This design comes from an exercise in tuning for small area on the open sky130 flow, not from production work. Only simulation tests tie the RTL to the original design; equivalence was not proved. Power figures rest on the tool's default switching activity, not on a simulated workload.

File: flow/flow/run.sh
#!/bin/bash
# The standard layout (standard.sh) with three changes:
#  - synthesis is the standard one except that ABC maps the logic with an
#    area-oriented script (area.abc, used as the ORFS abc_area.script of a
#    copy of the ORFS scripts, with ABC_AREA=1); the registers come out the
#    same as in the standard synthesis
#  - each port is buffered by the smallest buffer, sky130_fd_sc_hd__buf_1,
#    instead of the one buffer_ports picks itself
#  - clock tree built from clkbuf_8 buffers, each driving a cluster of up to
#    14 registers, without dummy loads
set -euo pipefail
export BUFFER_PORTS_ARGS="-buffer_cell sky130_fd_sc_hd__buf_1"
export CTS_ARGS="-sink_clustering_enable -repair_clock_nets -dont_use_dummy_load -buf_list sky130_fd_sc_hd__clkbuf_8 -root_buf sky130_fd_sc_hd__clkbuf_8 -sink_clustering_size 14 -sink_clustering_max_diameter 60"
W=$PWD
rm -rf "$W/scripts_area"
cp -r "$FLOW_HOME/scripts" "$W/scripts_area"
cp "$W/flow/area.abc" "$W/scripts_area/abc_area.script"
bash standard.sh SCRIPTS_DIR="$W/scripts_area" ABC_AREA=1 synth > standard_synth.log 2>&1
bash standard.sh > standard_flow.log 2>&1
File: flow/flow/area.abc
strash
dc2
&get -n
&st
&dch
&nf -R 1000
&st
&dch
&nf -R 1000
&put
dnsize
File: flow/standard.sh
#!/bin/bash
# synth_recipe.tcl (not shown) runs the flow's synth.tcl, then flattens the netlist and writes it again
# the make line also repeats each setting of config.mk as NAME=value (left out here)
make -C /OpenROAD-flow-scripts/flow DESIGN_CONFIG=/design/flow/config.mk WORK_HOME=/design/flow/orfs CLKGATE_MAP_FILE= SYNTH_SCRIPT=/design/flow/synth_recipe.tcl "${@:-finish}"
File: flow/config.mk
export PLATFORM = sky130hd
export DESIGN_NAME = rram_ctrl_top
export DESIGN_NICKNAME = rram_ctrl_top
export VERILOG_FILES = /design/flow/design.v
export SDC_FILE = /design/flow/constraint.sdc
export NUM_CORES = 4
export LEC_CHECK = 0
export CAP_MARGIN = 20
export CORE_AREA = 50 50 210 180
export DIE_AREA = 0 0 260 230
export PLACE_DENSITY = 0.8
export SLEW_MARGIN = 20
File: flow/constraint.sdc
create_clock -name core_clock -period 10.0 [get_ports {CLK}]
set_input_delay 2.0000 -clock core_clock [delete_from_list [all_inputs] [get_ports {CLK}]]
set_output_delay 2.0000 -clock core_clock [all_outputs]
set_load 0.01 [all_outputs]
File: flow/design.v
`default_nettype none
package rram_isa_pkg;
    localparam int INSTR_W      = 4;
    localparam int OPCODE_W     = 16;
    localparam int INSTR_WORD_W = INSTR_W + OPCODE_W;    
    typedef enum logic [INSTR_W-1:0] {
        INSTR_STORE_RRAM      = 4'd4,
        INSTR_READ_RRAM       = 4'd5,
        INSTR_HAM_SEG_COMPUTE = 4'd7
    } instr_code_t;
    typedef struct packed {
        logic [2:0] burst;       
        logic [2:0] col_base;    
        logic [9:0] row_addr;
    } access_op_t;
    typedef struct packed {
        logic [6:0] rsvd;
        logic       rd_en;       
        logic       acc_clear;   
        logic [3:0] col_burst;   
        logic [2:0] row_seg;
    } compute_op_t;
    typedef union packed {
        access_op_t  access;
        compute_op_t compute;
    } opcode_u;
endpackage
`default_nettype wire
`default_nettype none
package xbar_pkg;
    typedef enum logic [2:0] {
        CMD_NOP,
        CMD_WRITE_WEIGHTS,
        CMD_PROGRAM,
        CMD_READ_CELL,
        CMD_READ_ADC_OUT,
        CMD_WRITE_INPUTS,
        CMD_COMPUTE,
        CMD_READ_PHD
    } xbar_cmd_t;
    localparam logic [2:0] DRV_REF     = 3'b100;
    localparam logic [2:0] DRV_READ_BL = 3'b001;
    localparam logic [2:0] DRV_FLOAT   = 3'b000;
    localparam int ADC_W       = 4;
    localparam int ADC_THERM_W = 15;
    localparam int PHD_ACC_W   = 16;
    localparam int DEF_NUM_WL       = 64;
    localparam int DEF_NUM_SL       = 64;
    localparam int DEF_NUM_ADC      = 4;
    localparam int DEF_DATA_W       = 16;
    localparam int DEF_WRITE_PULSES = 4;
endpackage
`default_nettype wire
`timescale 1ns/1ps
`default_nettype none
module rram_ctrl_top #(
    parameter int NUM_WL       = xbar_pkg::DEF_NUM_WL,
    parameter int NUM_SL       = xbar_pkg::DEF_NUM_SL,
    parameter int NUM_ADC      = xbar_pkg::DEF_NUM_ADC,
    parameter int DATA_W       = xbar_pkg::DEF_DATA_W,
    parameter int WRITE_PULSES = xbar_pkg::DEF_WRITE_PULSES
) (
    input  logic                                     CLK,
    input  logic                                     RESET_ACC,
    input  logic [rram_isa_pkg::INSTR_WORD_W-1:0]    instr_dout,    
    input  logic                                     instr_empty,
    output logic                                     instr_pop_n,
    input  logic [DATA_W-1:0]                        data_dout,     
    input  logic                                     data_empty,
    output logic                                     data_pop_n,
    input  logic                                     out_full,      
    output logic                                     out_push_n,
    output logic [DATA_W-1:0]                        out_din,
    output logic [NUM_WL-1:0]                        wl_sel,        
    output logic                                     wl_bias_sel,
    output logic [NUM_SL*3-1:0]                      bl_sel,
    output logic [NUM_SL*3-1:0]                      sl_sel,
    output logic [NUM_SL-1:0]                        sl_mux_sel,
    output logic [2:0]                               bl_bias_sel,
    output logic                                     sl_bias_sel,
    input  logic [NUM_ADC*xbar_pkg::ADC_THERM_W-1:0] adc_therm
);
    localparam logic [2:0] S_INIT    = 3'b000;
    localparam logic [2:0] S_IDLE    = 3'b001;
    localparam logic [2:0] S_LOAD    = 3'b010;
    localparam logic [2:0] S_STORE   = 3'b011;
    localparam logic [2:0] S_PHD     = 3'b100;
    localparam logic [2:0] S_RDOUT   = 3'b101;
    localparam logic [2:0] S_COMPUTE = 3'b110;
    localparam logic [2:0] S_RDCELL  = 3'b111;
    logic [2:0]  state;
    logic [6:0]  op;       
    logic [3:0]  cnt;      
    logic [2:0]  ptr;
    logic [2:0]  rem;
    logic [63:0] bank_l, bank_h;
    logic [15:0] dq;       
    logic [15:0] acc [4];
    logic [3:0]  code [4];
    logic [3:0] new_code;
    assign new_code = instr_dout[19:16];
    logic st_idle, st_store, st_load, st_rdcell, st_compute, st_rdout, st_phd;
    assign st_idle    = (state == S_IDLE);
    assign st_store   = (state == S_STORE);
    assign st_load    = (state == S_LOAD);
    assign st_rdcell  = (state == S_RDCELL);
    assign st_compute = (state == S_COMPUTE);
    assign st_rdout   = (state == S_RDOUT);
    assign st_phd     = (state == S_PHD);
    logic instr_pop, data_pop, out_push, prog, rc, last;
    assign instr_pop = st_idle && !instr_empty;
    assign data_pop  = ((st_store && !cnt[3]) || st_load) && !data_empty;
    assign out_push  = (st_rdout || st_phd) && !out_full;
    assign prog      = st_store && cnt[3];
    assign rc        = st_rdcell || st_compute;
    assign last      = (rem == 3'd0);
    assign instr_pop_n = !instr_pop;
    assign data_pop_n  = !data_pop;
    assign out_push_n  = !out_push;
    always_ff @(posedge CLK) begin
        if (RESET_ACC) begin
            state <= S_INIT;
        end else begin
            case (state)
                S_INIT: state <= S_IDLE;
                S_IDLE: begin
                    if (!instr_empty) begin
                        case (new_code)
                            4'd4:    state <= S_STORE;
                            4'd5:    state <= S_RDCELL;
                            4'd7:    state <= instr_dout[8] ? S_PHD : S_LOAD;
                            default: state <= S_IDLE;
                        endcase
                    end
                end
                S_STORE:   if (cnt == 4'd15 && last) state <= S_IDLE;
                S_RDCELL:  if (cnt == 4'd15) state <= S_RDOUT;
                S_RDOUT:   if (!out_full && last) state <= S_IDLE;
                S_LOAD:    if (!data_empty) state <= S_COMPUTE;
                S_COMPUTE: if (cnt == op[6:3]) state <= S_IDLE;
                S_PHD:     if (!out_full && cnt[1:0] == 2'd3) state <= S_IDLE;
                default:   state <= S_IDLE;
            endcase
        end
    end
    always_ff @(posedge CLK) begin
        if (st_idle) begin
            cnt <= 4'd0;
            op  <= instr_dout[6:0];
            ptr <= instr_dout[12:10];
            rem <= instr_dout[15:13];
        end else begin
            if (st_store && !cnt[3]) begin
                if (!data_empty) cnt <= 4'd8;
            end else if (st_store || rc || (st_phd && !out_full)) begin
                cnt <= cnt + 4'd1;
            end
            if ((st_store && cnt == 4'd15) || (st_rdout && !out_full)) begin
                ptr <= ptr + 3'd1;
                rem <= rem - 3'd1;
            end
        end
    end
    function automatic logic [1:0] fa(input logic x, input logic y, input logic z);
        fa = 2'(x) + 2'(y) + 2'(z);
    endfunction
    always_comb begin
        for (int a = 0; a < 4; a++) begin
            logic [14:0] t;
            logic [1:0]  f0, f1, f2, f3, f4, g0, g1, h0, h1, h2, k0;
            t  = adc_therm[15 * a +: 15];
            f0 = fa(t[0], t[1], t[2]);
            f1 = fa(t[3], t[4], t[5]);
            f2 = fa(t[6], t[7], t[8]);
            f3 = fa(t[9], t[10], t[11]);
            f4 = fa(t[12], t[13], t[14]);
            g0 = fa(f0[0], f1[0], f2[0]);
            g1 = fa(f3[0], f4[0], g0[0]);              
            h0 = fa(f0[1], f1[1], f2[1]);
            h1 = fa(f3[1], f4[1], g0[1]);
            h2 = fa(g1[1], h0[0], h1[0]);              
            k0 = fa(h0[1], h1[1], h2[1]);              
            code[a] = {k0, h2[0], g1[0]};
        end
    end
    logic [3:0] in_l, in_h;
    assign in_l = ({1'b0, cnt[3:2]} < ptr) ? code[2] : code[0];
    assign in_h = ({1'b1, cnt[3:2]} < ptr) ? code[3] : code[1];
    always_ff @(posedge CLK) begin
        if (st_rdcell) begin
            bank_l <= {in_l, bank_l[63:4]};
            bank_h <= {in_h, bank_h[63:4]};
        end else if (data_pop) begin
            bank_l[63:48] <= data_dout;
        end
    end
    assign dq = bank_l[63:48];
    logic clear;
    assign clear = instr_pop && new_code == 4'd7 && instr_dout[7] && !instr_dout[8];
    logic [15:0] acc_sum [4];
    always_comb begin
        for (int a = 0; a < 4; a++) begin
            logic [3:0] add;
            logic       c;
            add = code[a] & {4{st_compute}};
            c   = 1'b0;
            for (int b = 0; b < 16; b++) begin
                if (b < 4) begin
                    acc_sum[a][b] = acc[a][b] ^ add[b] ^ c;
                    c = (acc[a][b] & add[b]) | (acc[a][b] & c) | (add[b] & c);
                end else begin
                    acc_sum[a][b] = acc[a][b] ^ c;
                    c = acc[a][b] & c;
                end
            end
        end
    end
    always_ff @(posedge CLK) begin
        for (int a = 0; a < 4; a++) begin
            acc[a] <= (RESET_ACC || clear) ? 16'd0 : acc_sum[a];
        end
    end
    always_comb begin
        out_din = 16'd0;
        for (int w = 0; w < 4; w++) begin
            out_din = out_din
                    | ({16{state[0] && !ptr[2] && ptr[1:0] == 2'(w)}} & bank_l[16 * w +: 16])
                    | ({16{state[0] &&  ptr[2] && ptr[1:0] == 2'(w)}} & bank_h[16 * w +: 16])
                    | ({16{!state[0] && cnt[1:0] == 2'(w)}} & acc[w]);
        end
    end
    logic rowsel;
    assign rowsel      = prog || st_rdcell;
    assign wl_bias_sel = prog;
    logic [7:0] row_hi, row_lo;
    logic [1:0] seg_on;
    always_comb begin
        for (int j = 0; j < 8; j++) begin
            row_hi[j] = rowsel && op[5:3] == 3'(j);
            row_lo[j] = op[2:0] == 3'(j);
        end
        seg_on[0] = st_compute && !op[0];
        seg_on[1] = st_compute && op[0];
    end
    always_comb begin
        for (int k = 0; k < 64; k++) begin
            wl_sel[k] = (row_hi[k / 8] && row_lo[k % 8])
                     || (seg_on[k / 32] && (dq[(k >> 1) & 15] ^ k[0]));
        end
    end
    logic [15:0] x;
    logic [3:0]  gsel;
    logic [15:0] rsel;
    assign x = dq ^ {16{cnt[2]}};    
    always_comb begin
        for (int g = 0; g < 4; g++) gsel[g] = prog && ptr[1:0] == 2'(g);
        for (int b = 0; b < 16; b++) rsel[b] = rc && cnt == 4'(b);
        for (int i = 0; i < 64; i++) begin
            bl_sel[3 * i + 2] = !(gsel[i / 16] || rsel[i % 16]);
            bl_sel[3 * i + 1] = gsel[i / 16] && !x[i % 16];
            bl_sel[3 * i + 0] = !(bl_sel[3 * i + 2] || bl_sel[3 * i + 1]);
            sl_sel[3 * i + 2] = bl_sel[3 * i + 2];
            sl_sel[3 * i + 1] = gsel[i / 16] && x[i % 16];
            sl_sel[3 * i + 0] = bl_sel[3 * i + 1];
            sl_mux_sel[i]     = rsel[i % 16];
        end
    end
    assign bl_bias_sel = {3{prog}};
    assign sl_bias_sel = prog;
endmodule
`default_nettype wire
==> results of run 1 <==
[worst reg2reg max path: cells and delay by family, from the launching register on]
family        cells  cell delay [ns]
fa+ha+maj        15             3.53
simple gates      3             0.73
flops             1             0.70
xor+xnor          1             0.14
[kinds of logic after synthesis]
| logic type | share of synthesized area (%) |
|---|---|
| mux | 0.3211 |
| buf+inv | 11.65 |
| flops | 42.69 |
| xor+xnor | 2.843 |
| simple gates | 19.35 |
| fa+ha+maj | 14.04 |
| compound gates | 9.106 |
[synthesized netlist by cell type (all sizes together), types with 32 or more instances]
cell type | n | area, um2
nor2 | 335 | 1257
o21ai | 41 | 205.2
fa | 56 | 1121
a222oi | 45 | 450.4
buf | 180 | 1351
o22ai | 32 | 200.2
dfxtp | 71 | 1421
ha | 59 | 738.2
and2 | 89 | 556.8
edfxtp | 141 | 4234
nand2 | 76 | 285.3
clkinv | 51 | 191.4
[path summary, 6_finish.rpt]
path,startpoint,endpoint,slack [ns],depth (start not counted)
worst min-delay path,bank_l[37],bank_l[33],0.42,0
worst max-delay path,adc_therm[21],acc[1][15],2.30,24
worst min register to register,bank_l[37],bank_l[33],0.42,0
worst max register to register,state[0],acc[1][15],4.84,19
[state kept, by name (all words and copies together) (netlist names)]
name / cells
op: 7
acc: 64
ptr: 3
bank_h: 64
rem: 3
bank_l: 64
state: 3
cnt: 4
[power breakdown]
group	leakage, nW	switching, mW	internal [mW]
Combinational	3.70	0.625	0.290
Clock	0.137	0.278	0.171
Sequential	1.85	0.137	1.03
Total	5.68	1.04	1.49
[layout make-up]
class                      instances  share of cell area [%]
sequential                       212                   37.47
inverter                          51                   1.285
tap                              269                   2.230
timing repair buffer             656                   16.83
clock buffer                      19                   1.732
multi-input combinational        907                   40.18
antenna                           16                  0.2652
[routing by layer]
| metal | track usage [%] | wire length, um | up-vias |
|---|---|---|---|
| met4 | 7.107 | 3057 | 64 |
| met3 | 21.85 | 19390 | 252 |
| met2 | 42.52 | 41700 | 1249 |
| met5 | 0 | 407 | - |
| met1 | 26.07 | 28400 | 6326 |
| li1 | - | - | 5501 |
[through the flow]
stage          util, %  setup WS, ns  cells  cell area, um2  hold WS (ns)
2_1_floorplan        -         2.283   1350           13250        0.4211
3_3_place_gp     72.45         1.912   2094           14780        0.4249
3_5_place_dp     72.49         1.790   2095           14790        0.4316
4_1_cts          73.77         2.303   2114           15050        0.4219
5_1_grt          73.87         2.114   2121           15070        0.4276
6_report         73.98         2.298   2130           15100        0.4177
==> reports/results.ini, run 1 <==
[outcome]
status = no timing/DRC/antenna violations

[logic_synthesis]
synthFlopType = edfxtp_1
synth_edf_count = 141
syn_inst = 1350
synthArstFlopShare_pct = 0
syn_nets = 1566
syn-cell-area_um2 = 13250
yosysUniqueCellTypes = 40
avgSynthCellArea_um2 = 9.812
yosysWarnings = 4
ys_seq_area_share_pct = 42.69
synth-seq-cells = 212

[clock_network]
cts_hold_buf = 0
ctsResizeCount = 0
clock-root-buffer = clkbuf_8
clk_latency_ns = 0.53
clockBufferDepth = 3
h-tree-depth = 1
numCtsBuffers = 19
cts_setup_buffers = 0
cts_tree = yes
clk_pin_slew_ns = 0.10
cts.sinks = 212

[floorplanning]
io-pin-count = 637
core_um2 = 20410
dieWidth_um = 260
start_util_pct = 64.92
dieArea_um2 = 59800
chipHeight_um = 230
std_cell_rows = 47

[detailed_routing]
wl_per_cell_um = 43.65
dr.pass1.iters = 9
antenna_left = 0
vias = 13392
routed_wl_mm = 92.97
post_drt_via_cell_ratio = 6.287
drtIter0Drc = 2290
drc = 0

[timing]
finalClockSkew_ns = 0.05362
slew_viol_final = 0
final_hold_viol_count = 0
tightest_slew_ns = 1.098
post-route-period-util_pct = 77.02
rsz0062_at_grt = false
max_freq_mhz = 129.8
slew_headroom_pct = 26.21
setup-tns-final_ns = 0
period_minus_slack_ns = 7.702
setup_viol_count_final = 0

[global_routing]
grt_util_all_layers_pct = 26.82
grt-ovfl-total = 0
grt_max_degree = 85
grt_pass1_wl_mm = 120.5
grt_pass1_vias = 12606
antenna_found_initial = 47

[worst_setup_path]
crit_top_cell = ha_1
worst_setup_path_start_kind = input pin
crit_buf_inv = 3
critPathMaxStageDelay_ns = 0.56
arrival_ns = 8.13
slowest_stage = fa_1
crit_family = adder cells
path_cells = buf_1 > fa_1 > clkinv_1 > fa_1 > clkinv_1 > fa_1 > fa_1 > and2_0 > fa_1 > fa_1 > fa_1 > ha_1 > ha_1 > ha_1 > ha_1 > ha_1 > ha_1 > ha_1 > ha_1 > ha_1 > ha_1 > ha_1 > xor2_1 > and2_0
worstSetupPathType = input pin to flip-flop
cp_max_fo = 2
cp_data_required_time_ns = 10.43
worstSetupEndpointType = flip-flop

[cells_and_area]
layout-drive-gt1-share_pct = 2.385
layout_common_cells = buf_1 (635), nor2_1 (335), edfxtp_1 (141)
syn2layout_area_growth_pct = 13.96
seq_area_um2 = 5657
multi_input_comb_area_um2 = 6066
layout_commonest_cell = buf_1
nFillCells = 1586
layout.nets = 2063

[placement]
portBuffers = 635
gp_congestion = 0.9935
dp_hpwl_mm = 81.05

[power]
ir_worst_vdd_mv = 0.1065
p_per_area_nw_per_um2 = 167.6
leakage_nw = 5.682
p_total_mw = 2.530

[min_path]
min_path_type = flip-flop to flip-flop

[flow_run]
cap_violations = 0

==> run 2: changes to the inputs <==
--- a/flow/flow/run.sh
+++ b/flow/flow/run.sh
@@ -9,6 +9,6 @@
 #  - clock tree built from clkbuf_8 buffers, each driving a cluster of up to
-#    14 registers, without dummy loads
+#    16 registers, without dummy loads
 set -euo pipefail
 export BUFFER_PORTS_ARGS="-buffer_cell sky130_fd_sc_hd__buf_1"
-export CTS_ARGS="-sink_clustering_enable -repair_clock_nets -dont_use_dummy_load -buf_list sky130_fd_sc_hd__clkbuf_8 -root_buf sky130_fd_sc_hd__clkbuf_8 -sink_clustering_size 14 -sink_clustering_max_diameter 60"
+export CTS_ARGS="-sink_clustering_enable -repair_clock_nets -dont_use_dummy_load -buf_list sky130_fd_sc_hd__clkbuf_8 -root_buf sky130_fd_sc_hd__clkbuf_8 -sink_clustering_size 16 -sink_clustering_max_diameter 70"
 W=$PWD
==> reports/results.ini, run 2 <==
[outcome]
status = no timing/DRC/antenna violations

[timing]
tightest_slew_ns = 1.152  ; +0.05386 ns
final_hold_viol_count = 0  ; unchanged
finalClockSkew_ns = 0.05658  ; +0.002964 ns
period_minus_slack_ns = 7.698  ; -0.003860 ns
max_freq_mhz = 129.9  ; about the same
slew_viol_final = 0  ; unchanged
rsz0062_at_grt = false
setup-tns-final_ns = 0  ; unchanged
hold_slack_ns = 0.4224  ; +0.004702 ns
fin_ws_ns = 2.302  ; +0.003860 ns
setup_viol_count_final = 0  ; unchanged
slew_headroom_pct = 22.59  ; -3.6 points
post-route-period-util_pct = 76.98  ; about the same

[worst_setup_path]
worst_setup_path_start_kind = input pin
worstReg2RegStart = state[0]
reg2reg_depth = 19  ; unchanged
cp_data_required_time_ns = 10.43  ; about the same
worstReg2RegEnd = acc[1][15]
worstSetupEndpointType = flip-flop
r2r_slack_ns = 4.89  ; +0.05 ns
arrival_ns = 8.12  ; about the same
cp_max_fo = 2  ; unchanged
worstSetupPathType = input pin to flip-flop

[global_routing]
grt_max_degree = 85  ; unchanged
grt_util_all_layers_pct = 26.75  ; -0.072 points
grt-ovfl-total = 0  ; unchanged
antenna_found_initial = 45  ; -4.3%
grt_pass1_vias = 12515  ; -0.72%
grt_pass1_wl_mm = 120.0  ; -0.41%

[detailed_routing]
antenna_left = 0  ; unchanged
dr.pass1.iters = 6  ; -3
routed_wl_mm = 92.58  ; -0.42%
wl_per_cell_um = 43.52  ; -0.28%
post_drt_via_cell_ratio = 6.252  ; -0.57%
drc = 0  ; unchanged
vias = 13297  ; -0.71%
drtIter0Drc = 2303  ; +0.57%

[power]
ir_worst_vdd_mv = 0.1056  ; -0.82%
p_per_area_nw_per_um2 = 166.0  ; -0.97%
leakage_nw = 5.673  ; -0.16%
p_total_mw = 2.502  ; -1.1%

[clock_network]
clk_latency_ns = 0.52  ; about the same
cts.sinks = 212  ; unchanged
cts_setup_buffers = 0  ; unchanged
clockBufferDepth = 3  ; unchanged
h-tree-depth = 1  ; unchanged
clock-root-buffer = clkbuf_8
clk_pin_slew_ns = 0.10  ; about the same
cts_tree = yes
cts_hold_buf = 0  ; unchanged
numCtsBuffers = 17  ; -2
ctsResizeCount = 0  ; unchanged

[floorplanning]
chipHeight_um = 230  ; unchanged
dieArea_um2 = 59800  ; unchanged
core_um2 = 20410  ; unchanged
dieWidth_um = 260  ; unchanged
io-pin-count = 637  ; unchanged
start_util_pct = 64.92  ; unchanged
std_cell_rows = 47  ; unchanged

[placement]
place_area_um2 = 14790  ; unchanged
gp_congestion = 0.9935  ; unchanged
dpl_worst_slack_ns = 1.790  ; unchanged
portBuffers = 635  ; unchanged
dp_hpwl_mm = 81.05  ; unchanged

[logic_synthesis]
synth_edf_count = 141  ; unchanged
yosysWarnings = 4  ; unchanged
syn_nets = 1566  ; unchanged
synth_top_area_cell = edfxtp_1
avgSynthCellArea_um2 = 9.812  ; unchanged
ys_seq_area_share_pct = 42.69  ; unchanged
syn-cell-area_um2 = 13250  ; unchanged
synthArstFlopShare_pct = 0  ; unchanged
synth_area_leaders = edfxtp_1 (32%), dfxtp_1 (11%), buf_4 (10%), nor2_1 (9.5%), fa_1 (8.5%)
synthFlopType = edfxtp_1
yosysTopAreaCellShare_pct = 31.96  ; unchanged
synth-seq-cells = 212  ; unchanged
synth_most_common_cell = nor2_1
yosysUniqueCellTypes = 40  ; unchanged
synth_commonest_cells = nor2_1 (335), buf_4 (180), edfxtp_1 (141)
syn_inst = 1350  ; unchanged

[cells_and_area]
layout-drive-gt1-share_pct = 2.332  ; -0.053 points
layout_common_cells = buf_1 (635), nor2_1 (335), edfxtp_1 (141)
reg_top3 = acc (64), bank_h (64), bank_l (64)
layout_commonest_cell = buf_1
layout.nets = 2062  ; -0.048%
syn2layout_area_growth_pct = 13.80
final_area_um2 = 15070  ; -0.14%

[min_path]
min_to = bank_l[36]
hold_depth = 0  ; unchanged
min_from = bank_l[40]
min_path_type = flip-flop to flip-flop

[flow_run]
cap_violations = 0  ; unchanged

## run 2: cell counts after synthesis
No cell type changed its count.
## run 2: cell type report
cell class                 count  area [um2]
sequential                   212        5657
antenna                       14       35.03
tap                          269       336.6
multi-input combinational    907        6066
inverter                      51       193.9
timing repair buffer         657        2552
fill                        1592        5331
clock buffer                  17       234.0
## run 2: report_power, final
group          switching (mW)  internal (mW)  total, mW
clock network           0.270          0.154      0.424
logic                   0.622          0.291      0.914
registers               0.135           1.03       1.16
## run 2: cell families (layout without fill, tap and decap cells)
kind of cell	Yosys count	count (layout)	share of synthesized area, %
simple gates	576	576	19.35
buf+inv	231	725	11.65
flops	212	212	42.69
compound gates	169	169	9.106
fa+ha+maj	115	115	14.04
xor+xnor	43	43	2.843
mux	4	4	0.3211
other cells	0	14	0
## run 2: routing by layer
layer / GRT usage, % / wire (um) / up-vias / part of all wire, %
li1: - / - / 5494 / -
met1: 26.14 / 28400 / 6238 / 31
met2: 41.93 / 41310 / 1242 / 45
met3: 21.76 / 19210 / 257 / 21
met4: 7.806 / 3219 / 66 / 3.5
met5: 0 / 443 / - / 0.48
## run 2: how the worst max path moves through the flow
stage	from	end	slack, ns	depth (start not counted)
after floorplan	adc_therm[0]	acc[0][15]	2.28	23
after global placement	adc_therm[0]	acc[0][15]	1.91	24
after detailed placement	adc_therm[21]	acc[1][15]	1.79	24
after CTS	adc_therm[21]	acc[1][15]	2.32	24
after global routing	adc_therm[21]	acc[1][15]	2.12	24
final	adc_therm[21]	acc[1][15]	2.30	24
## run 2: through the flow
step | cells | util [%]
detailed placement | 2095 | 72.49
CTS | 2112 | 73.63
global route | 2120 | 73.79
global placement | 2094 | 72.45
floorplan | 1350 | -
finish | 2127 | 73.87
## run 2: worst max-delay path, stage by stage
cell and delay (ns):
buf_1 0.10, fa_1 0.56, clkinv_1 0.09, fa_1 0.52, clkinv_1 0.08, fa_1 0.42, fa_1 0.52, and2_0 0.19
fa_1 0.43, fa_1 0.41, fa_1 0.41, ha_1 0.20, ha_1 0.18, ha_1 0.18, ha_1 0.18, ha_1 0.23
ha_1 0.20, ha_1 0.18, ha_1 0.19, ha_1 0.19, ha_1 0.18, ha_1 0.19, xor2_1 0.14, and2_0 0.14
==> run 3: changes to the inputs <==
==> flow/flow/run.sh (replaced) <==
#!/bin/bash
set -euo pipefail
export BUFFER_PORTS_ARGS="-buffer_cell sky130_fd_sc_hd__buf_1"
export CTS_ARGS="-sink_clustering_enable -repair_clock_nets -dont_use_dummy_load -buf_list sky130_fd_sc_hd__clkbuf_8 -root_buf sky130_fd_sc_hd__clkbuf_8 -sink_clustering_size 16 -sink_clustering_max_diameter 70"
W=$PWD
export PRE_GLOBAL_PLACE_TCL="$W/flow/pre_gpl.tcl"
rm -rf "$W/scripts_area"
cp -r "$FLOW_HOME/scripts" "$W/scripts_area"
cp "$W/flow/area.abc" "$W/scripts_area/abc_area.script"
bash standard.sh SCRIPTS_DIR="$W/scripts_area" ABC_AREA=1 synth > standard_synth.log 2>&1
bash standard.sh > standard_flow.log 2>&1
==> flow/flow/pre_gpl.tcl (new file) <==
# Timing-driven global placement is off (GPL_TIMING_DRIVEN 0), which also
# skips its remove_buffers; remove synthesis buffers here instead.
remove_buffers
--- a/flow/config.mk
+++ b/flow/config.mk
@@ -10,2 +10,3 @@
 export DIE_AREA = 0 0 260 230
+export GPL_TIMING_DRIVEN = 0
 export PLACE_DENSITY = 0.8
==> reports/results.ini, run 3 <==
[outcome]
status = no timing/DRC/antenna violations

[logic_synthesis]
yosysTopAreaCellShare_pct = 31.96  ; unchanged
syn_inst = 1350  ; unchanged
synth-seq-cells = 212  ; unchanged
synthArstFlopShare_pct = 0  ; unchanged
synth_top_area_cell = edfxtp_1
yosysUniqueCellTypes = 40  ; unchanged
synth_commonest_cells = nor2_1 (335), buf_4 (180), edfxtp_1 (141)
synthFlopType = edfxtp_1
synth_edf_count = 141  ; unchanged
synth_most_common_cell = nor2_1
yosysWarnings = 4  ; unchanged
ys_seq_area_share_pct = 42.69  ; unchanged
syn-cell-area_um2 = 13250  ; unchanged
syn_nets = 1566  ; unchanged
avgSynthCellArea_um2 = 9.812  ; unchanged
synth_area_leaders = edfxtp_1 (32%), dfxtp_1 (11%), buf_4 (10%), nor2_1 (9.5%), fa_1 (8.5%)

[global_routing]
grt_max_degree = 81  ; -4.7%
antenna_found_initial = 48  ; +6.7%
grt-ovfl-total = 0  ; unchanged
grt_pass1_wl_mm = 119.9  ; -0.11%
grt_pass1_vias = 12515  ; unchanged
grt_util_all_layers_pct = 26.71  ; -0.033 points

[clock_network]
numCtsBuffers = 17  ; unchanged
h-tree-depth = 1  ; unchanged
clock-root-buffer = clkbuf_8
cts_tree = yes
cts.sinks = 212  ; unchanged
clockBufferDepth = 3  ; unchanged
clk_pin_slew_ns = 0.10  ; about the same
cts_hold_buf = 0  ; unchanged
cts_setup_buffers = 0  ; unchanged
ctsResizeCount = 0  ; unchanged
clk_latency_ns = 0.52  ; about the same

[power]
p_comb_share_pct = 36.3  ; -0.2 points
internal-power_mw = 1.472  ; -0.19%
clockPowerShare_pct = 17.0  ; about the same
power_switching_mw = 1.041  ; +1.4%
p_seq_share_pct = 46.7  ; +0.2 points
p_total_mw = 2.514  ; +0.46%
p_per_area_nw_per_um2 = 167.2  ; +0.71%
switching_share_pct = 41.42  ; +0.38 points
ir_worst_vdd_mv = 0.1049  ; -0.69%
leakage_nw = 5.609  ; -1.1%

[worst_setup_path]
crit_path_start = adc_therm[30]
cp_max_fo = 2  ; unchanged
crit_buf_inv = 3  ; unchanged
worstSetupEndpointType = flip-flop
r2r_slack_ns = 4.85  ; -0.04 ns
worst-path-stages = 24  ; unchanged
path_cells = buf_1 > fa_1 > clkinv_1 > fa_1 > clkinv_1 > fa_1 > fa_1 > and2_0 > fa_1 > fa_1 > fa_1 > ha_1 > ha_1 > ha_1 > ha_1 > ha_1 > ha_1 > ha_1 > ha_1 > ha_1 > ha_1 > ha_1 > xor2_1 > and2_0
crit_top_cell = ha_1
worstReg2RegEnd = acc[1][15]
crit_end = acc[2][15]
worst_setup_path_start_kind = input pin
arrival_ns = 8.09  ; -0.03 ns
cp_data_required_time_ns = 10.43  ; about the same
reg2reg_depth = 19  ; unchanged
worstSetupPathType = input pin to flip-flop
worstReg2RegStart = state[0]
slowest_stage = fa_1
crit_family = adder cells
critPathMaxStageDelay_ns = 0.56  ; about the same

[timing]
setup-tns-final_ns = 0  ; unchanged
max_freq_mhz = 130.4  ; +0.41%
tightest_slew_ns = 1.205  ; +0.05317 ns
slew_headroom_pct = 19.02  ; -3.6 points
post-route-period-util_pct = 76.67  ; -0.31 points
slew_viol_final = 0  ; unchanged
final_hold_viol_count = 0  ; unchanged
finalClockSkew_ns = 0.06085  ; +0.004273 ns
setup_viol_count_final = 0  ; unchanged
rsz0062_at_grt = false
period_minus_slack_ns = 7.667  ; -0.03113 ns

[detailed_routing]
dr.pass1.iters = 9  ; +3
drtIter0Drc = 2247  ; -2.4%
antenna_left = 0  ; unchanged
wl_per_cell_um = 43.90  ; +0.86%
vias = 13306  ; +0.068%
drc = 0  ; unchanged
post_drt_via_cell_ratio = 6.303  ; +0.83%
routed_wl_mm = 92.67  ; +0.10%

[cells_and_area]
instances_no_fill = 2111  ; -0.75%
layout_commonest_cell = buf_1
layout_common_cells = buf_1 (635), nor2_1 (332), edfxtp_1 (141)
layout.nets = 2044  ; -0.87%
layout-drive-gt1-share_pct = 1.972  ; -0.36 points
syn2layout_area_growth_pct = 13.52
reg_top3 = acc (64), bank_h (64), bank_l (64)

[placement]
portBuffers = 635  ; unchanged
dp_cells = 2078  ; -0.81%
dp_hpwl_mm = 80.99  ; about the same
gp_congestion = 1.003  ; +0.99%

[floorplanning]
dieWidth_um = 260  ; unchanged
core_um2 = 20410  ; unchanged
dieArea_um2 = 59800  ; unchanged
chipHeight_um = 230  ; unchanged
io-pin-count = 637  ; unchanged
std_cell_rows = 47  ; unchanged
start_util_pct = 64.92  ; unchanged

[flow_run]
cap_violations = 0  ; unchanged

[min_path]
min_path_type = flip-flop to flip-flop

## run 3: changes by cell type in the layout (fill, tap and decap cells not counted), moves of 2 or more
cell     delta
and2_0      -5
and2_1      +5
buf_16      +2
buf_4      -21
diode_2     +2
nand2_1     -4
nand2_2     +4
nor2_1      -3
nor2_2      +3
nor2b_1     -2
nor2b_2     +2
## run 3: worst min path at each step
stage               cells past startpoint        from  slack (ns)         end
finish                                  0  bank_h[20]        0.43  bank_h[16]
global placement                        0  bank_h[11]        0.43   bank_h[7]
detailed placement                      0  bank_l[44]        0.43  bank_l[40]
floorplan                               0  bank_l[14]        0.42  bank_l[10]
CTS                                     0  bank_h[20]        0.42  bank_h[16]
global route                            0  bank_h[20]        0.43  bank_h[16]
## run 3: cells by family (layout without fill, tap and decap cells)
group                    after synthesis  in the layout  share of synthesized area (%)
multiplexers                           4              4                         0.3211
AND/OR/NAND/NOR                      576            576                          19.35
other                                  0             16                              0
AO/OA/AOI/OAI                        169            169                          9.106
adder cells (fa/ha/maj)              115            115                          14.04
XOR/XNOR                              43             43                          2.843
flip-flops                           212            212                          42.69
buffers and inverters                231            707                          11.65
## run 3: worst reg2reg max path: stages (launching register included)
cell and delay [ns]:
dfxtp_1 0.74, and3b_1 0.37, and2_0 0.22, ha_1 0.19
fa_1 0.38, fa_1 0.39, fa_1 0.41, ha_1 0.20
ha_1 0.18, ha_1 0.19, ha_1 0.19, ha_1 0.23
ha_1 0.20, ha_1 0.18, ha_1 0.17, ha_1 0.18
ha_1 0.18, ha_1 0.18, xor2_1 0.13, and2_0 0.14
## run 3: final cells by class
class	instances	area, um2
Multi-Input combinational cell	907	6100
Sequential cell	212	5657
Fill cell	1558	5369
Timing Repair Buffer	639	2474
Tap cell	269	336.6
Clock buffer	17	234.0
Inverter	51	196.4
Antenna cell	16	40.04
## run 3: routing by layer
metal | GRT usage (%) | part of all wire (%)
met1 | 24.82 | 30
met4 | 7.074 | 3.2
met3 | 23.35 | 21
met5 | 0 | 0.44
met2 | 42.69 | 45
## run 3: power by group through the flow
stage               Combinational [mW]  Sequential (mW)  Clock (mW)
floorplan                        0.540             1.12           0
global placement                 0.855             1.19           0
detailed placement               0.894             1.19           0
CTS                              0.900             1.17       0.420
global route                     0.990             1.18       0.449
finish                           0.913             1.17       0.427
## run 3: per-stage QoR
stage                     setup slack (ns)  utilization [%]  hold WS, ns  area [um2]
final                                2.333            73.69       0.4273       15040
after global routing                 2.111            73.62       0.4327       15020
after CTS                            2.331            73.48       0.4244       14990
after detailed placement             1.812            72.33       0.4335       14760
after global placement              0.2482            71.62       0.4286       14620
after floorplan                      2.283                -       0.4211       13250
==> run 4: changes to the inputs <==
--- a/flow/config.mk
+++ b/flow/config.mk
@@ -8,6 +8,6 @@
 export CAP_MARGIN = 20
-export CORE_AREA = 50 50 210 180
-export DIE_AREA = 0 0 260 230
+export CORE_AREA = 50 50 200 175
+export DIE_AREA = 0 0 250 225
 export GPL_TIMING_DRIVEN = 0
-export PLACE_DENSITY = 0.8
+export PLACE_DENSITY = 0.85
 export SLEW_MARGIN = 20
==> reports/results.ini, run 4 <==
[worst_setup_path]
worstReg2RegEnd = acc[2][15]
worstSetupPathType = input pin to flip-flop
reg2reg_depth = 19  ; unchanged
r2r_slack_ns = 4.79  ; -0.06 ns
worstReg2RegStart = state[0]
worstSetupEndpointType = flip-flop
cp_data_required_time_ns = 10.43  ; about the same
worst_setup_path_start_kind = input pin
arrival_ns = 8.15  ; +0.06 ns
cp_max_fo = 2  ; unchanged

[timing]
slew_viol_final = 0  ; unchanged
setup_viol_count_final = 0  ; unchanged
tightest_slew_ns = 1.189  ; -0.01664 ns
post-route-period-util_pct = 77.19  ; +0.53 points
rsz0062_at_grt = false
period_minus_slack_ns = 7.719  ; +0.05269 ns
max_freq_mhz = 129.5  ; -0.68%
final_hold_viol_count = 0  ; unchanged
slew_headroom_pct = 20.70  ; +1.7 points
hold_slack_ns = 0.4552  ; +0.02789 ns
finalClockSkew_ns = 0.08692  ; +0.02607 ns
setup-tns-final_ns = 0  ; unchanged

[cells_and_area]
reg_top3 = acc (64), bank_h (64), bank_l (64)
layout_common_cells = buf_1 (635), nor2_1 (333), edfxtp_1 (141)
layout_commonest_cell = buf_1
layout.nets = 2043  ; -0.049%
syn2layout_area_growth_pct = 13.00
layout-drive-gt1-share_pct = 1.863  ; -0.11 points
instances_no_fill = 2075  ; -1.7%

[floorplanning]
core_um2 = 18300  ; -10%
dieArea_um2 = 56250  ; -5.9%
chipHeight_um = 225  ; -2.2%
dieWidth_um = 250  ; -3.8%
start_util_pct = 72.39  ; +7.5 points
std_cell_rows = 45  ; -4.3%
io-pin-count = 637  ; unchanged

[clock_network]
clk_pin_slew_ns = 0.10  ; about the same
h-tree-depth = 1  ; unchanged
cts_tree = yes
clockBufferDepth = 3  ; unchanged
cts.sinks = 212  ; unchanged
cts_hold_buf = 0  ; unchanged
ctsResizeCount = 0  ; unchanged
clk_latency_ns = 0.53  ; about the same
clock-root-buffer = clkbuf_8
cts_setup_buffers = 0  ; unchanged
numCtsBuffers = 17  ; unchanged

[detailed_routing]
routed_wl_mm = 96.28  ; +3.9%
dr.pass1.iters = 9  ; unchanged
drc = 0  ; unchanged
vias = 14001  ; +5.2%
post_drt_via_cell_ratio = 6.747  ; +7.0%
antenna_left = 0  ; unchanged
wl_per_cell_um = 46.40  ; +5.7%
drtIter0Drc = 2723  ; +21%

[min_path]
min_path_type = flip-flop to flip-flop
hold_depth = 0  ; unchanged
min_to = bank_h[8]
min_from = bank_h[12]

[power]
ir_worst_vdd_mv = 0.09600  ; -8.5%
p_per_area_nw_per_um2 = 168.9  ; +1.0%
p_total_mw = 2.528  ; +0.58%
leakage_nw = 5.600  ; -0.16%

[placement]
dp_cells = 2043  ; -1.7%
gp_congestion = 1.080  ; +7.6%
dp_hpwl_mm = 82.73  ; +2.1%
portBuffers = 635  ; unchanged

[logic_synthesis]
synthArstFlopShare_pct = 0  ; unchanged
syn_inst = 1350  ; unchanged
yosysUniqueCellTypes = 40  ; unchanged
synth_most_common_cell = nor2_1
yosysWarnings = 4  ; unchanged
yosysTopAreaCellShare_pct = 31.96  ; unchanged
synth_area_leaders = edfxtp_1 (32%), dfxtp_1 (11%), buf_4 (10%), nor2_1 (9.5%), fa_1 (8.5%)
synthFlopType = edfxtp_1
synth_edf_count = 141  ; unchanged
synth_top_area_cell = edfxtp_1
ys_seq_area_share_pct = 42.69  ; unchanged
syn-cell-area_um2 = 13250  ; unchanged
avgSynthCellArea_um2 = 9.812  ; unchanged
synth_commonest_cells = nor2_1 (335), buf_4 (180), edfxtp_1 (141)
synth-seq-cells = 212  ; unchanged
syn_nets = 1566  ; unchanged

[global_routing]
grt_pass1_wl_mm = 124.3  ; +3.7%
grt_util_all_layers_pct = 29.29  ; +2.6 points
grt_max_degree = 86  ; +6.2%
antenna_found_initial = 48  ; unchanged
grt_pass1_vias = 13250  ; +5.9%
grt-ovfl-total = 0  ; unchanged

[flow_run]
cap_violations = 0  ; unchanged

[outcome]
status = no timing/DRC/antenna violations

## run 4: power breakdown
group / total (mW) / switching (mW) / internal, mW / leakage, nW
Combinational: 0.908 / 0.624 / 0.285 / 3.63
Clock: 0.426 / 0.272 / 0.154 / 0.122
Sequential: 1.19 / 0.163 / 1.03 / 1.85
Total: 2.53 / 1.06 / 1.47 / 5.60
## run 4: kinds of logic after synthesis
family,Yosys count,synth area share [%]
compound gates,169,9.106
xor+xnor,43,2.843
fa+ha+maj,115,14.04
buf+inv,231,11.65
flops,212,42.69
mux,4,0.3211
simple gates,576,19.35
## run 4: area by class of cell
class / instances / area (um2)
fillers: 1198 / 3331
flip-flops and latches: 212 / 5659
diodes: 15 / 37.54
clock buffers: 17 / 234.0
inverters: 51 / 196.4
multi-input cells: 907 / 6097
repair buffers: 638 / 2450
well taps: 235 / 294.0
## run 4: metrics by stage
step	utilization [%]	setup slack, ns	area (um2)
detailed placement	80.25	1.803	14690
CTS	81.53	2.307	14920
floorplan	-	2.283	13250
finish	81.80	2.281	14970
global placement	79.64	0.7743	14570
global route	81.76	2.099	14960
## run 4: worst max-delay path by stage
stage	from	end	slack, ns	cells past startpoint
final	adc_therm[30]	acc[2][15]	2.28	24
after global routing	adc_therm[30]	acc[2][15]	2.10	24
after CTS	adc_therm[0]	acc[0][15]	2.31	24
after detailed placement	adc_therm[30]	acc[2][15]	1.80	24
after global placement	state[0]	wl_sel[57]	0.77	5
after floorplan	adc_therm[0]	acc[0][15]	2.28	23
## run 4: worst max-delay path: stages
cell and delay (ns):
buf_1 0.09, fa_1 0.57, clkinv_1 0.10, fa_1 0.54, clkinv_1 0.08, fa_1 0.43, fa_1 0.50, and2_0 0.17
fa_1 0.43, fa_1 0.42, fa_1 0.41, ha_1 0.21, ha_1 0.18, ha_1 0.18, ha_1 0.21, ha_1 0.20
ha_1 0.19, ha_1 0.18, ha_1 0.18, ha_1 0.19, ha_1 0.18, ha_1 0.20, xor2_1 0.14, and2_0 0.14
## run 4: metal layers
| metal | global-route usage [%] | up-vias | share of wire (%) |
|---|---|---|---|
| met2 | 46.51 | 1623 | 44 |
| met5 | 0 | - | 0.49 |
| li1 | - | 5463 | - |
| met4 | 13.10 | 72 | 5.9 |
| met3 | 28.57 | 454 | 23 |
| met1 | 24.19 | 6389 | 26 |
==> run 5: changes to the inputs <==
--- a/flow/flow/run.sh
+++ b/flow/flow/run.sh
@@ -3,3 +3,3 @@
 export BUFFER_PORTS_ARGS="-buffer_cell sky130_fd_sc_hd__buf_1"
-export CTS_ARGS="-sink_clustering_enable -repair_clock_nets -dont_use_dummy_load -buf_list sky130_fd_sc_hd__clkbuf_8 -root_buf sky130_fd_sc_hd__clkbuf_8 -sink_clustering_size 16 -sink_clustering_max_diameter 70"
+export CTS_ARGS="-sink_clustering_enable -repair_clock_nets -dont_use_dummy_load -buf_list sky130_fd_sc_hd__clkbuf_8 -root_buf sky130_fd_sc_hd__clkbuf_8 -sink_clustering_size 14 -sink_clustering_max_diameter 60"
 W=$PWD
--- a/flow/config.mk
+++ b/flow/config.mk
@@ -8,6 +8,6 @@
 export CAP_MARGIN = 20
-export CORE_AREA = 50 50 200 175
-export DIE_AREA = 0 0 250 225
+export CORE_AREA = 50 50 210 180
+export DIE_AREA = 0 0 260 230
 export GPL_TIMING_DRIVEN = 0
-export PLACE_DENSITY = 0.85
+export PLACE_DENSITY = 0.8
 export SLEW_MARGIN = 20
==> reports/results.ini, run 5 <==
[worst_setup_path]
worst_setup_path_start_kind = input pin
crit_buf_inv = 3  ; unchanged
cp_max_fo = 2  ; unchanged
path_cells = buf_1 > fa_1 > clkinv_1 > fa_1 > clkinv_1 > fa_1 > fa_1 > and2_0 > fa_1 > fa_1 > fa_1 > ha_1 > ha_1 > ha_1 > ha_1 > ha_1 > ha_1 > ha_1 > ha_1 > ha_1 > ha_1 > ha_1 > xor2_1 > and2_0
critPathMaxStageDelay_ns = 0.56  ; about the same
worstSetupPathType = input pin to flip-flop
cp_data_required_time_ns = 10.42  ; about the same
crit_path_start = adc_therm[30]
crit_top_cell = ha_1
arrival_ns = 8.08  ; -0.07 ns
r2r_slack_ns = 4.85  ; +0.06 ns
slowest_stage = fa_1
worstReg2RegStart = state[0]
crit_family = adder cells
worstSetupEndpointType = flip-flop

[timing]
max_freq_mhz = 130.6  ; +0.83%
setup_viol_count_final = 0  ; unchanged
rsz0062_at_grt = false
final_hold_viol_count = 0  ; unchanged
period_minus_slack_ns = 7.656  ; -0.06337 ns
fin_ws_ns = 2.344  ; +0.06337 ns
slew_viol_final = 0  ; unchanged
finalClockSkew_ns = 0.04242  ; -0.04450 ns
tightest_slew_ns = 1.205  ; +0.01655 ns
setup-tns-final_ns = 0  ; unchanged
slew_headroom_pct = 19.02  ; -1.7 points
post-route-period-util_pct = 76.56  ; -0.63 points

[logic_synthesis]
syn_nets = 1566  ; unchanged
synth_most_common_cell = nor2_1
syn-cell-area_um2 = 13250  ; unchanged
yosysUniqueCellTypes = 40  ; unchanged
synth_area_leaders = edfxtp_1 (32%), dfxtp_1 (11%), buf_4 (10%), nor2_1 (9.5%), fa_1 (8.5%)
synth_top_area_cell = edfxtp_1
synth-seq-cells = 212  ; unchanged
avgSynthCellArea_um2 = 9.812  ; unchanged
ys_seq_area_share_pct = 42.69  ; unchanged
synth_edf_count = 141  ; unchanged
syn_inst = 1350  ; unchanged
synthFlopType = edfxtp_1
yosysWarnings = 4  ; unchanged
synth_commonest_cells = nor2_1 (335), buf_4 (180), edfxtp_1 (141)
yosysTopAreaCellShare_pct = 31.96  ; unchanged
synthArstFlopShare_pct = 0  ; unchanged

[clock_network]
cts.sinks = 212  ; unchanged
clk_latency_ns = 0.52  ; about the same
cts_hold_buf = 0  ; unchanged
clock-root-buffer = clkbuf_8
h-tree-depth = 1  ; unchanged
cts_setup_buffers = 0  ; unchanged
clockBufferDepth = 3  ; unchanged
clk_pin_slew_ns = 0.09  ; about the same
numCtsBuffers = 19  ; +2
cts_tree = yes
ctsResizeCount = 0  ; unchanged

[global_routing]
grt_max_degree = 81  ; -5.8%
grt_util_all_layers_pct = 26.71  ; -2.6 points
grt-ovfl-total = 0  ; unchanged
grt_pass1_vias = 12596  ; -4.9%
grt_pass1_wl_mm = 119.9  ; -3.6%
antenna_found_initial = 49  ; +2.1%

[detailed_routing]
drc = 0  ; unchanged
drtIter0Drc = 2196  ; -19%
post_drt_via_cell_ratio = 6.282  ; -6.9%
antenna_left = 0  ; unchanged
dr.pass1.iters = 8  ; -1
routed_wl_mm = 92.61  ; -3.8%
vias = 13254  ; -5.3%
wl_per_cell_um = 43.89  ; -5.4%

[floorplanning]
start_util_pct = 64.92  ; -7.5 points
dieWidth_um = 260  ; +4.0%
std_cell_rows = 47  ; +4.4%
dieArea_um2 = 59800  ; +6.3%
core_um2 = 20410  ; +12%
io-pin-count = 637  ; unchanged
chipHeight_um = 230  ; +2.2%

[placement]
gp_congestion = 1.003  ; -7.1%
place_area_um2 = 14760  ; +0.51%
portBuffers = 635  ; unchanged
dpl_worst_slack_ns = 1.812  ; +0.009550 ns
dp_hpwl_mm = 80.99  ; -2.1%

[cells_and_area]
layout_common_cells = buf_1 (635), nor2_1 (332), edfxtp_1 (141)
layout_commonest_cell = buf_1
final_area_um2 = 15060  ; +0.59%
layout.nets = 2046  ; +0.15%
fin_util_pct = 73.79  ; -8.0 points
syn2layout_area_growth_pct = 13.67
layout-drive-gt1-share_pct = 2.079  ; +0.22 points
reg_top3 = acc (64), bank_h (64), bank_l (64)

[min_path]
min_path_type = flip-flop to flip-flop
min_from = bank_h[37]

[outcome]
status = no timing/DRC/antenna violations

[power]
p_per_area_nw_per_um2 = 168.1  ; -0.46%
ir_worst_vdd_mv = 0.1212  ; +26%
leakage_nw = 5.622  ; +0.40%

[flow_run]
cap_violations = 0  ; unchanged

[run 5: final timing paths]
kind,endpoint,depth (start not counted)
worst max register to register,acc[1][15],19
worst min-delay path,bank_h[33],0
worst min register to register,bank_h[33],0
worst max-delay path,acc[2][15],24
[run 5: kinds of logic after synthesis]
logic type               after synthesis  synth area share [%]
AND/OR/NAND/NOR                      576                 19.35
buffers and inverters                231                 11.65
flip-flops                           212                 42.69
AO/OA/AOI/OAI                        169                 9.106
adder cells (fa/ha/maj)              115                 14.04
XOR/XNOR                              43                 2.843
multiplexers                           4                0.3211
[run 5: cell type report]
cell class / count / area (um2)
fill: 1559 / 5349
clock buffer: 19 / 261.5
sequential: 212 / 5657
multi-input combinational: 907 / 6100
tap: 269 / 336.6
inverter: 51 / 196.4
timing repair buffer: 639 / 2474
antenna: 13 / 32.53
[run 5: power by group]
group          switching [mW]  internal, mW
clock                   0.275         0.171
combinational           0.621         0.288
sequential              0.146          1.03
total                    1.04          1.49
[run 5: stage by stage]
stage | total power [mW] | std cells | hold slack (ns)
2_1_floorplan | 1.664 | 1350 | 0.4211
3_3_place_gp | 2.041 | 2074 | 0.4286
3_5_place_dp | 2.080 | 2078 | 0.4335
4_1_cts | 2.507 | 2097 | 0.4309
5_1_grt | 2.645 | 2106 | 0.4450
6_report | 2.532 | 2110 | 0.4385
[run 5: routing by layer]
layer  vias to the layer above  global-route usage (%)  wire length [um]
met4                        66                   7.123              3036
met5                         -                       0               439
met3                       247                   23.57             20000
li1                       5470                       -                 -
met2                      1254                   42.67             41620
met1                      6217                   24.71             27520
==> run 6: changes to the inputs <==
--- a/flow/design.v
+++ b/flow/design.v
@@ -164,3 +164,3 @@
     function automatic logic [1:0] fa(input logic x, input logic y, input logic z);
-        fa = 2'(x) + 2'(y) + 2'(z);
+        fa = {(x & y) | (x & z) | (y & z), x ^ y ^ z};
     endfunction
@@ -234,16 +234,6 @@
     assign wl_bias_sel = prog;
-    logic [7:0] row_hi, row_lo;
-    logic [1:0] seg_on;
-    always_comb begin
-        for (int j = 0; j < 8; j++) begin
-            row_hi[j] = rowsel && op[5:3] == 3'(j);
-            row_lo[j] = op[2:0] == 3'(j);
-        end
-        seg_on[0] = st_compute && !op[0];
-        seg_on[1] = st_compute && op[0];
-    end
     always_comb begin
         for (int k = 0; k < 64; k++) begin
-            wl_sel[k] = (row_hi[k / 8] && row_lo[k % 8])
-                     || (seg_on[k / 32] && (dq[(k >> 1) & 15] ^ k[0]));
+            wl_sel[k] = (rowsel && op[5:0] == 6'(k))
+                     || (st_compute && op[0] == k[5] && (dq[(k >> 1) & 15] ^ k[0]));
         end
==> flow/flow/run.sh (replaced) <==
#!/bin/bash
# The standard layout (standard.sh) with three changes:
#  - after the standard synthesis, reopt.tcl re-maps its combinational logic
#    with an area-oriented ABC script (registers untouched), and the flow
#    goes on from that netlist
#  - each port is buffered by the smallest buffer, sky130_fd_sc_hd__buf_1,
#    instead of the one buffer_ports picks itself
#  - clock tree built from clkbuf_8 buffers, each driving a cluster of up to
#    14 registers, without dummy loads
set -euo pipefail
export BUFFER_PORTS_ARGS="-buffer_cell sky130_fd_sc_hd__buf_1"
export CTS_ARGS="-sink_clustering_enable -repair_clock_nets -dont_use_dummy_load -buf_list sky130_fd_sc_hd__clkbuf_8 -root_buf sky130_fd_sc_hd__clkbuf_8 -sink_clustering_size 14 -sink_clustering_max_diameter 60"
W=$PWD
R=$W/orfs/results/$FLOW_PLATFORM/rram_ctrl_top/base
YOSYS=$FLOW_HOME/../tools/install/yosys/bin/yosys
[[ -x $YOSYS ]] || YOSYS=yosys

bash standard.sh synth > standard_synth.log 2>&1
cp $R/1_2_yosys.v $W/standard_synth_netlist.v
RO_LIB=$FLOW_HOME/platforms/$FLOW_PLATFORM/lib/sky130_fd_sc_hd__tt_025C_1v80.lib \
RO_NET=$W/standard_synth_netlist.v RO_TOP=$FLOW_TOP RO_ABC=$W/flow/area.abc \
RO_STAT=$W/reopt_stat.txt RO_OUT=$R/1_2_yosys.v \
  $YOSYS -c $W/flow/reopt.tcl > reopt_yosys.log 2>&1
bash standard.sh > standard_flow.log 2>&1
==> flow/flow/area.abc (replaced) <==
strash
&get -n
&st
&dch
&nf -R 1000
&put
dnsize
==> flow/flow/reopt.tcl (new file) <==
# Re-map the combinational logic of the standard synthesis netlist with an
# area-oriented ABC script (area.abc). Registers (the *df* cells), full and
# half adders and tie cells are kept as instances, with their names.
yosys -import
set lib $::env(RO_LIB)
read_liberty -ignore_miss_func $lib
read_verilog $::env(RO_NET)
hierarchy -top $::env(RO_TOP)
setattr -mod -set keep_hierarchy 1 sky130_fd_sc_hd__*df* sky130_fd_sc_hd__fa_* sky130_fd_sc_hd__ha_* sky130_fd_sc_hd__conb_*
flatten
opt_clean -purge
# The platform's don't-use cells
set dont_use {}
foreach c {sky130_fd_sc_hd__probe_p_8 sky130_fd_sc_hd__probec_p_8 sky130_fd_sc_hd__lpflow_bleeder_1 sky130_fd_sc_hd__lpflow_clkbufkapwr_1 sky130_fd_sc_hd__lpflow_clkbufkapwr_16 sky130_fd_sc_hd__lpflow_clkbufkapwr_2 sky130_fd_sc_hd__lpflow_clkbufkapwr_4 sky130_fd_sc_hd__lpflow_clkbufkapwr_8 sky130_fd_sc_hd__lpflow_clkinvkapwr_1 sky130_fd_sc_hd__lpflow_clkinvkapwr_16 sky130_fd_sc_hd__lpflow_clkinvkapwr_2 sky130_fd_sc_hd__lpflow_clkinvkapwr_4 sky130_fd_sc_hd__lpflow_clkinvkapwr_8 sky130_fd_sc_hd__lpflow_decapkapwr_12 sky130_fd_sc_hd__lpflow_decapkapwr_3 sky130_fd_sc_hd__lpflow_decapkapwr_4 sky130_fd_sc_hd__lpflow_decapkapwr_6 sky130_fd_sc_hd__lpflow_decapkapwr_8 sky130_fd_sc_hd__lpflow_inputiso0n_1 sky130_fd_sc_hd__lpflow_inputiso0p_1 sky130_fd_sc_hd__lpflow_inputiso1n_1 sky130_fd_sc_hd__lpflow_inputiso1p_1 sky130_fd_sc_hd__lpflow_inputisolatch_1 sky130_fd_sc_hd__lpflow_isobufsrc_1 sky130_fd_sc_hd__lpflow_isobufsrc_16 sky130_fd_sc_hd__lpflow_isobufsrc_2 sky130_fd_sc_hd__lpflow_isobufsrc_4 sky130_fd_sc_hd__lpflow_isobufsrc_8 sky130_fd_sc_hd__lpflow_isobufsrckapwr_16 sky130_fd_sc_hd__lpflow_lsbuf_lh_hl_isowell_tap_1 sky130_fd_sc_hd__lpflow_lsbuf_lh_hl_isowell_tap_2 sky130_fd_sc_hd__lpflow_lsbuf_lh_hl_isowell_tap_4 sky130_fd_sc_hd__lpflow_lsbuf_lh_isowell_4 sky130_fd_sc_hd__lpflow_lsbuf_lh_isowell_tap_1 sky130_fd_sc_hd__lpflow_lsbuf_lh_isowell_tap_2 sky130_fd_sc_hd__lpflow_lsbuf_lh_isowell_tap_4 } { lappend dont_use -dont_use $c }
abc -liberty $lib {*}$dont_use -script $::env(RO_ABC)
opt_clean -purge
setundef -zero
hilomap -singleton -hicell sky130_fd_sc_hd__conb_1 HI -locell sky130_fd_sc_hd__conb_1 LO
insbuf -buf sky130_fd_sc_hd__buf_4 A X
splitnets
opt_clean -purge
blackbox sky130_fd_sc_hd__*
tee -o $::env(RO_STAT) stat -liberty $lib
write_verilog -noattr -nohex -nodec $::env(RO_OUT)
--- a/flow/config.mk
+++ b/flow/config.mk
@@ -8,6 +8,5 @@
 export CAP_MARGIN = 20
-export CORE_AREA = 50 50 210 180
-export DIE_AREA = 0 0 260 230
-export GPL_TIMING_DRIVEN = 0
-export PLACE_DENSITY = 0.8
+export CORE_AREA = 50 50 230 200
+export DIE_AREA = 0 0 280 250
+export PLACE_DENSITY = 0.65
 export SLEW_MARGIN = 20
removed: flow/flow/pre_gpl.tcl
==> reports/results.ini, run 6 <==
[timing]
finalClockSkew_ns = 0.05001  ; +0.007587 ns
slew_headroom_pct = 21.89  ; +2.9 points
hold_slack_ns = 0.4474  ; +0.008850 ns
rsz0062_at_grt = false
post-route-period-util_pct = 75.42  ; -1.1 points
setup-tns-final_ns = 0  ; unchanged
max_freq_mhz = 132.6  ; +1.5%
period_minus_slack_ns = 7.542  ; -0.1143 ns
final_hold_viol_count = 0  ; unchanged
slew_viol_final = 0  ; unchanged
setup_viol_count_final = 0  ; unchanged
tightest_slew_ns = 1.172  ; -0.03366 ns

[logic_synthesis]
yosysWarnings = 4  ; unchanged
syn-cell-area_um2 = 13520  ; +2.1%
avgSynthCellArea_um2 = 9.619  ; -2.0%
syn_nets = 1622  ; +3.6%
syn_inst = 1406  ; +4.1%

[clock_network]
cts_tree = yes
cts_setup_buffers = 0  ; unchanged
ctsResizeCount = 0  ; unchanged
h-tree-depth = 1  ; unchanged
cts_hold_buf = 0  ; unchanged
clockBufferDepth = 3  ; unchanged
clk_latency_ns = 0.51  ; about the same
clk_pin_slew_ns = 0.09  ; about the same
clock-root-buffer = clkbuf_8
cts.sinks = 212  ; unchanged
numCtsBuffers = 19  ; unchanged

[global_routing]
grt_util_all_layers_pct = 22.38  ; -4.3 points
grt_pass1_wl_mm = 118.0  ; -1.6%
grt_pass1_vias = 12641  ; +0.36%
grt-ovfl-total = 0  ; unchanged
antenna_found_initial = 61  ; +24%
grt_max_degree = 86  ; +6.2%

[min_path]
min_to = bank_h[16]
min_from = bank_h[20]
hold_depth = 0  ; unchanged
min_path_type = flip-flop to flip-flop

[floorplanning]
start_util_pct = 51.19  ; -14 points
dieWidth_um = 280  ; +7.7%
core_um2 = 26420  ; +29%
std_cell_rows = 54  ; +15%
dieArea_um2 = 70000  ; +17%
io-pin-count = 637  ; unchanged
chipHeight_um = 250  ; +8.7%

[detailed_routing]
post_drt_via_cell_ratio = 5.785  ; -7.9%
antenna_left = 0  ; unchanged
wl_per_cell_um = 39.64  ; -9.7%
drc = 0  ; unchanged
vias = 13224  ; -0.23%
routed_wl_mm = 90.63  ; -2.1%
dr.pass1.iters = 6  ; -2
drtIter0Drc = 1962  ; -11%

[cells_and_area]
nFillCells = 2436  ; +56%
layout_commonest_cell = buf_1
layout_common_cells = buf_1 (635), nor2_1 (287), edfxtp_1 (141)
layout-drive-gt1-share_pct = 2.417  ; +0.34 points
layout.nets = 2121  ; +3.7%
reg_top3 = acc (64), bank_h (64), bank_l (64)
syn2layout_area_growth_pct = 14.74

[worst_setup_path]
worst_setup_path_start_kind = input pin
crit_path_start = adc_therm[36]
cp_max_fo = 2  ; unchanged
worstSetupPathType = input pin to flip-flop
reg2reg_depth = 21  ; +2
critPathMaxStageDelay_ns = 0.53  ; -0.03 ns
r2r_slack_ns = 4.58  ; -0.27 ns
path_cells = buf_1 > fa_1 > clkinv_1 > fa_1 > fa_1 > clkinv_1 > fa_1 > and3_1 > fa_1 > fa_1 > fa_1 > ha_1 > ha_1 > ha_1 > ha_1 > ha_1 > ha_1 > ha_1 > ha_1 > ha_1 > ha_1 > ha_1 > xor2_1 > and2_0
worstSetupEndpointType = flip-flop
worstReg2RegEnd = acc[2][15]
crit_top_cell = ha_1
worstReg2RegStart = state[0]
arrival_ns = 7.95  ; -0.13 ns
cp_data_required_time_ns = 10.41  ; about the same
slowest_stage = fa_1

[outcome]
status = no timing/DRC/antenna violations

[flow_run]
cap_violations = 0  ; unchanged

[power]
leakage_nw = 5.829  ; +3.7%
p_total_mw = 2.586  ; +2.2%
p_per_area_nw_per_um2 = 166.7  ; -0.87%
ir_worst_vdd_mv = 0.1263  ; +4.2%

[placement]
portBuffers = 635  ; unchanged
gp_congestion = 1.015  ; +1.1%
dp_hpwl_mm = 79.21  ; -2.2%

-- run 6: how the worst max path moves through the flow --
stage | end | slack [ns]
2_1_floorplan | acc[0][15] | 2.39
3_3_place_gp | acc[2][15] | 1.98
3_5_place_dp | acc[2][15] | 1.87
4_1_cts | acc[2][15] | 2.43
5_1_grt | acc[0][15] | 2.24
6_report | acc[2][15] | 2.46
-- run 6: per-layer routing --
layer | vias to the layer above | GRT usage, % | wire [um]
met4 | 88 | 4.271 | 1762
met5 | - | 0 | 547
met2 | 960 | 35.48 | 41200
met1 | 6309 | 22.92 | 30960
li1 | 5678 | - | -
met3 | 189 | 17.34 | 16160
-- run 6: final cells by class --
| type | instances | area (um2) | area share [%] |
|---|---|---|---|
| Antenna cell | 19 | 47.55 | 0.3064 |
| Timing Repair Buffer | 658 | 2556 | 16.47 |
| Multi-Input combinational cell | 939 | 6256 | 40.32 |
| Clock buffer | 19 | 261.5 | 1.685 |
| Inverter | 75 | 284.0 | 1.830 |
| Tap cell | 364 | 455.4 | 2.935 |
| Sequential cell | 212 | 5657 | 36.45 |
-- run 6: stage by stage --
stage	std cells	util (%)	area [um2]	setup slack, ns
finish	2286	58.74	15520	2.458
global route	2284	58.72	15510	2.237
CTS	2267	58.56	15470	2.429
detailed placement	2248	57.57	15210	1.872
global placement	2248	57.57	15210	1.977
floorplan	1406	-	13520	2.386
-- run 6: report_power, final --
group,internal [mW],leakage [nW],switching (mW),total (mW)
clock,0.171,0.137,0.271,0.442
combinational,0.323,3.84,0.716,1.04
sequential,1.00,1.85,0.100,1.11
total,1.50,5.83,1.09,2.59
-- run 6: critical path: cells and delay by family --
family | cells | cell delay, ns
fa+ha+maj | 18 | 5.17
simple gates | 2 | 0.35
buf+inv | 3 | 0.26
xor+xnor | 1 | 0.14

==> what the ideal ports hide <==
The results above use ideal ports. As a check the final layouts listed here were re-extracted and re-timed, cells and wires unchanged. Step 1 (the two cells are an assumption about what drives the block):
set clk [get_ports {CLK}]
set_driving_cell -lib_cell sky130_fd_sc_hd__clkbuf_16 $clk
set_driving_cell -lib_cell sky130_fd_sc_hd__buf_2 [delete_from_list [all_inputs] $clk]
Step 2 also shifts input and output timing later by t, the mid clock arrival at the registers, as if the neighbouring blocks saw the same clock. Three values: no drivers, after step 1, after step 2; two values: the first two.
run	shift t [ns]	setup slack, ns	worst setup path at the end	clock arrival spread, ns	worst register clock-pin slew, ns
run 1	0.546	2.298 / 2.292 / 1.746	input to register	0.058 / 0.058	0.10 / 0.10
run 2	0.537	2.302 / 2.298 / 1.761	input to register	0.059 / 0.060	0.11 / 0.11
run 3	0.536	2.333 / 2.317 / 1.781	input to register	0.062 / 0.062	0.11 / 0.11
run 4	0.527	2.281 / 2.270 / 1.743	input to register	0.091 / 0.091	0.11 / 0.11
run 5	0.543	2.344 / 2.323 / 1.780	input to register	0.043 / 0.043	0.10 / 0.10
run 6	0.536	2.458 / 2.456 / 1.920	input to register	0.051 / 0.051	0.10 / 0.10
After both steps every run listed still meets setup and hold. The setup slack of run 5, which loses most, moves by -0.021 ns with the drivers and by -0.564 ns with both steps.
